Context: an optimization exercise on an open-source flow, tuned for small area, a short achievable clock period and few clock cycles per item. The choices shown serve that exercise and are no tape-out recipe. Where RTL was checked, it was by simulation tests only, not by an equivalence proof against the original. Power figures rest on the tool's default switching activity, not on a simulated workload.

## ospfb_top
module ospfb_top #(
  parameter int FFT_LEN = 32,
  parameter int DEC_FAC = 24,
  parameter int PTAPS   = 4,
  localparam int BR_W   = $clog2(FFT_LEN)
) (
  input  logic    clk,
  input  logic    rst_n,
  input  logic    in_valid,
  input  ospfb_pkg::sample_t in_data,
  output logic    in_ready,
  output logic    out_valid,
  output ospfb_pkg::out_t    out_data,
  output logic    out_last,
  output logic    out_sat,
  output logic    frame_start
);
Size in the first run: ~2,800 flip-flops, roughly 42 I/O pins.
==> flow/config.mk <==
export PLATFORM = sky130hd
export DESIGN_NAME = ospfb_top
export DESIGN_NICKNAME = ospfb_top
export VERILOG_FILES = /design/flow/design.v
export SDC_FILE = /design/flow/constraint.sdc
export NUM_CORES = 4
export LEC_CHECK = 0
export ABC_CLOCK_PERIOD_IN_PS = 3000
export CAP_MARGIN = 20
export CORE_MARGIN = 2
export CORE_UTILIZATION = 40
export CTS_CLUSTER_DIAMETER = 100
export CTS_CLUSTER_SIZE = 28
export SLEW_MARGIN = 20
==> flow/constraint.sdc <==
create_clock -name core_clock -period 9.0 [get_ports {clk}]
set_input_delay 1.8000 -clock core_clock [delete_from_list [all_inputs] [get_ports {clk}]]
set_output_delay 1.8000 -clock core_clock [all_outputs]
set_load 0.01 [all_outputs]
standard.sh (not shown) runs the stock make flow with config.mk's settings and CLKGATE_MAP_FILE= SYNTH_SCRIPT=/design/flow/synth_recipe.tcl, a recipe that flattens the netlist after the stock synthesis.
==> flow/flow/run.sh <==
#!/bin/bash
# Layout flow: the standard flow (standard.sh, unchanged synthesis) with
# two repair settings changed: timing repair aims below the clock period
# (a larger setup margin), and ports are buffered with buf_4 cells.
# make's full output goes to run_make.log in the work folder.
set -euo pipefail
cd "$(dirname "$0")/.."
MARGIN=${MARGIN:-5.9}
bash standard.sh \
  "SETUP_SLACK_MARGIN=${MARGIN}" \
  "BUFFER_PORTS_ARGS=-buffer_cell sky130_fd_sc_hd__buf_4" \
  finish > run_make.log 2>&1
test -f out/final.def
The baseline finished clean.
Testbench counts at the start, summed over its fixed seeds: cycles 12,520, items 12,288.
Then changed:
CTS_CLUSTER_DIAMETER = 80   (was 100)
CTS_CLUSTER_SIZE = 20   (was 28)
=> Maximum frequency drops slightly. Clock skew drops by 0.0057 ns. Clock-buffer cell count climbs by 49. Critical path depth stays the same. Power climbs by a few percent. Synthesized area does not change. Sequential cell count does not change. Global-route usage climbs by 0.23 points. Via count climbs slightly.
Then changed:
--- a/flow/flow/run.sh
+++ b/flow/flow/run.sh
@@ -7,3 +7,3 @@
 cd "$(dirname "$0")/.."
-MARGIN=${MARGIN:-5.9}
+MARGIN=${MARGIN:-5.8}
 bash standard.sh \
CTS_CLUSTER_DIAMETER = 150   (was 80)
CTS_CLUSTER_SIZE = 28   (was 20)
The changed run passed the timing, DRC and antenna checks.
Final area goes down by a few percent.
Synthesized cell count does not change.
Hold slack is about the same.
Cell count goes down slightly.
Setup slack is better by 0.050 ns.

ospfb_top, a different RTL version from the one above (not shown whole).
Size: ~2800 flip-flops, roughly 42 I/O pins.
Settings: LEC_CHECK=0, ABC_CLOCK_PERIOD_IN_PS=2500, CAP_MARGIN=20, CORE_MARGIN=2, CORE_UTILIZATION=45, CTS_CLUSTER_DIAMETER=150, CTS_CLUSTER_SIZE=28, SLEW_MARGIN=20; clock period 9.0 ns.
==> flow/flow/run.sh <==
#!/bin/bash
# Layout flow: the standard flow (standard.sh, unchanged synthesis) with
# two repair settings changed: timing repair aims below the clock period
# (a larger setup margin), and ports are buffered with buf_4 cells.
# make's full output goes to run_make.log in the work folder.
set -euo pipefail
cd "$(dirname "$0")/.."
MARGIN=${MARGIN:-5.9}
bash standard.sh \
  "SETUP_SLACK_MARGIN=${MARGIN}" \
  "BUFFER_PORTS_ARGS=-buffer_cell sky130_fd_sc_hd__buf_4" \
  finish > run_make.log 2>&1
test -f out/final.def
Testbench counts at the start, summed over its fixed seeds: cycles 12,528, items 12,288.
Change:
- ABC_AREA: unset -> 1
- ABC_CLOCK_PERIOD_IN_PS: 2500 -> unset
Result: The changed run completed without violations; clock power barely changes; via count grows by a few percent; sequential cell count stays the same.
Change:
--- a/flow/flow/run.sh
+++ b/flow/flow/run.sh
@@ -8 +8 @@
-MARGIN=${MARGIN:-5.9}
+MARGIN=${MARGIN:-6.2}
- ABC_AREA: 1 -> unset
- ABC_CLOCK_PERIOD_IN_PS: unset -> 3000
After rerunning: Flip-flop and latch count is unchanged; via count goes down by 4.8%; critical path depth stays the same; synthesized area stays flat; worst setup slack is better by 40 ps; combinational power goes down by 20%; count of clock-buffer cells in the layout goes up by 10.

Another version of the RTL of ospfb_top (not shown whole).
Size: roughly 5100 cells after synthesis, roughly 42 I/O pins, roughly 77000 um2 of cells after synthesis.
make LEC_CHECK=0 ABC_CLOCK_PERIOD_IN_PS=3000 CAP_MARGIN=20 CORE_MARGIN=2 CORE_UTILIZATION=40 CTS_BUF_LIST=sky130_fd_sc_hd__clkbuf_8 SETUP_SLACK_MARGIN=5 SLEW_MARGIN=20 finish   # period 9.0 ns
run.sh (not shown) runs the stock make flow with config.mk's settings and CLKGATE_MAP_FILE= SYNTH_SCRIPT=/design/flow/synth_recipe.tcl, a recipe that flattens the netlist after the stock synthesis.
Stock flow here: none of the scripts above is used.
Next try:
- CTS_BUF_LIST: sky130_fd_sc_hd__clkbuf_8 -> sky130_fd_sc_hd__clkbuf_4 sky130_fd_sc_hd__clkbuf_8
- CTS_CLUSTER_SIZE: default -> 30
Outcome:
- final area increases by 0.58%
- utilization increases by 0.27 points
- setup slack got worse by 0.0068 ns
- hold slack hardly moves
- power increases by 2.1%
- synthesized area stays the same
Function was not checked in any run of this note: the RTL went through the layout flow alone.

## the reference run
RTL: one of the versions met above, not the one the previous note started from.
Size: roughly 4900 cells after synthesis, about 2800 flip-flops, ~0.071 mm² of cells after synthesis.
// ospfb_top
module ospfb_top #(
  parameter int FFT_LEN = 32,
  parameter int DEC_FAC = 24,
  parameter int PTAPS   = 4,
  localparam int BR_W   = $clog2(FFT_LEN)
) (
  input  logic    clk,
  input  logic    rst_n,
  input  logic    in_valid,
  input  ospfb_pkg::sample_t in_data,
  output logic    in_ready,
  output logic    out_valid,
  output ospfb_pkg::out_t    out_data,
  output logic    out_last,
  output logic    out_sat,
  output logic    frame_start
);
  logic [FFT_LEN-1:0]        wsel;
  logic                      commit;
  logic                      late;
  logic                      beat_valid;
  logic                      beat_last;
  logic [PTAPS*DIG_W-1:0]    beat_dig;
  logic [PTAPS*SAMPLE_W-1:0] taps_data;
  logic                      acc_valid;
  ospfb_pkg::acc_t           acc;
  logic                      acc_last;
  ospfb_ctrl #(
    .FFT_LEN(FFT_LEN),
    .DEC_FAC(DEC_FAC),
    .PTAPS  (PTAPS)
  ) i_ctrl (
    .clk        (clk),
    .rst_n      (rst_n),
    .in_valid   (in_valid),
    .in_ready   (in_ready),
    .wsel       (wsel),
    .commit     (commit),
    .late       (late),
    .beat_valid (beat_valid),
    .beat_last  (beat_last),
    .beat_dig   (beat_dig),
    .frame_start(frame_start)
  );
  pfb_delay_line #(
    .FFT_LEN(FFT_LEN),
    .PTAPS  (PTAPS)
  ) i_delay_line (
    .clk      (clk),
    .wsel     (wsel),
    .wdata    (in_data),
    .commit   (commit),
    .late     (late),
    .taps_data(taps_data)
  );
  pfb_mac #(
    .PTAPS(PTAPS)
  ) i_mac (
    .clk       (clk),
    .rst_n     (rst_n),
    .beat_valid(beat_valid),
    .beat_last (beat_last),
    .beat_dig  (beat_dig),
    .taps_data (taps_data),
    .acc_valid (acc_valid),
    .acc       (acc),
    .acc_last  (acc_last)
  );
  pfb_out_stage i_out_stage (
    .clk      (clk),
    .rst_n    (rst_n),
    .acc_valid(acc_valid),
    .acc      (acc),
    .acc_last (acc_last),
    .out_valid(out_valid),
    .out_data (out_data),
    .out_last (out_last),
    .out_sat  (out_sat)
  );
  ...
export LEC_CHECK = 0
export ABC_CLOCK_PERIOD_IN_PS = 3000
export CAP_MARGIN = 20
export CORE_MARGIN = 2
export CORE_UTILIZATION = 40
export CTS_CLUSTER_DIAMETER = 150
export CTS_CLUSTER_SIZE = 28
export SLEW_MARGIN = 20
create_clock -name core_clock -period 9.0 [get_ports {clk}]
standard.sh (not shown) runs the stock make flow with config.mk's settings and CLKGATE_MAP_FILE= SYNTH_SCRIPT=/design/flow/synth_recipe.tcl, a recipe that flattens the netlist after the stock synthesis.
==> flow/flow/run.sh <==
#!/bin/bash
# Layout flow: the standard flow (standard.sh, unchanged synthesis) with
# two repair settings changed: timing repair aims below the clock period
# (a larger setup margin), and ports are buffered with buf_4 cells.
# make's full output goes to run_make.log in the work folder.
set -euo pipefail
cd "$(dirname "$0")/.."
MARGIN=${MARGIN:-5.9}
bash standard.sh \
  "SETUP_SLACK_MARGIN=${MARGIN}" \
  "BUFFER_PORTS_ARGS=-buffer_cell sky130_fd_sc_hd__buf_4" \
  finish > run_make.log 2>&1
test -f out/final.def
The reference run completed end to end with timing, DRC and antenna clean.
Testbench counts of the reference run, summed over its fixed seeds: cycles 12,520, items 12,288.
#### Input delta (the trial run over the reference run)
# the reference run
export LEC_CHECK = 0
export ABC_CLOCK_PERIOD_IN_PS = 3000
export CAP_MARGIN = 20
export CORE_MARGIN = 2
export CORE_UTILIZATION = 40
export CTS_CLUSTER_DIAMETER = 150
export CTS_CLUSTER_SIZE = 28
export SLEW_MARGIN = 20
create_clock -name core_clock -period 9.0 [get_ports {clk}]
# the trial run
export LEC_CHECK = 0
export ABC_CLOCK_PERIOD_IN_PS = 3000
export CAP_MARGIN = 20
export CORE_MARGIN = 2
export CORE_UTILIZATION = 45
export CTS_CLUSTER_DIAMETER = 150
export CTS_CLUSTER_SIZE = 28
export SLEW_MARGIN = 20
create_clock -name core_clock -period 9.0 [get_ports {clk}]
### Flow results
The trial run finished every step from synthesis to the final layout, and the layout passed the timing, DRC and antenna checks.
Worst relative slew slack: lower on the trial run
Taking the reference run over the trial run, the total number of tap cells ratio works out to 1.14.
On met1 track demand over resource, the lower figure sits with the reference run, not the trial run.
In the flow results for the reference run and the trial run, the worst setup slack is smaller on the trial run.
The reference run reports its launch point of the critical path as i_ctrl.frame_start while the trial run reports i_out_stage.out_sat.

[what the ideal ports hide]
In the flow no input, the clock included, has a driving cell. The finished layouts below were timed again as built, in two steps. Step 1 assumes that a clkbuf_16 drives the clock port and a buf_2 every other input. Step 2, shift: input delay + t, output delay - t, t = (earliest + latest rising clock arrival at the registers) / 2. This alone moves slack from input paths to output paths. Three values: ideal ports, drivers, drivers and shift; two values: the first two.
run | t (ns) | setup slack, ns | worst hold slack (ns) | worst setup path after step 2 | worst data-port slew with drivers (ns)
the first run of note 1 | 0.837 | 5.859 / 5.783 / 5.518 | 0.309 / 0.309 / 0.309 | input to register | 0.06
the second run of note 1 | 0.877 | 5.836 / 5.756 / 5.510 | 0.309 / 0.309 / 0.309 | input to register | 0.06
the third run of note 1 | 0.825 | 5.886 / 5.812 / 5.529 | 0.307 / 0.307 / 0.307 | input to register | 0.05
the first run of note 2 | 0.803 | 5.923 / 5.848 / 5.788 | 0.311 / 0.311 / 0.311 | input to register | 0.03
the second run of note 2 | 0.840 | 5.883 / 5.806 / 5.669 | 0.298 / 0.298 / 0.298 | input to register | 0.03
the third run of note 2 | 0.802 | 5.923 / 5.851 / 5.771 | 0.319 / 0.319 / 0.319 | input to register | 0.04
the first run of note 3 | 1.046 | 5.226 / 5.150 / 4.837 | 0.241 / 0.241 / 0.241 | input to register | 0.12
the second run of note 3 | 1.050 | 5.220 / 5.143 / 4.838 | 0.241 / 0.241 / 0.241 | input to register | 0.11
the reference run | 0.833 | 5.866 / 5.790 / 5.533 | 0.311 / 0.311 / 0.311 | input to register | 0.06
the trial run | 0.816 | 5.830 / 5.757 / 5.480 | 0.305 / 0.305 / 0.305 | input to register | 0.07
After both steps setup and hold are still met in every run listed. For the first run of note 3, which loses most, drivers alone change the setup slack by -0.076 ns; drivers and shift together by -0.389 ns.
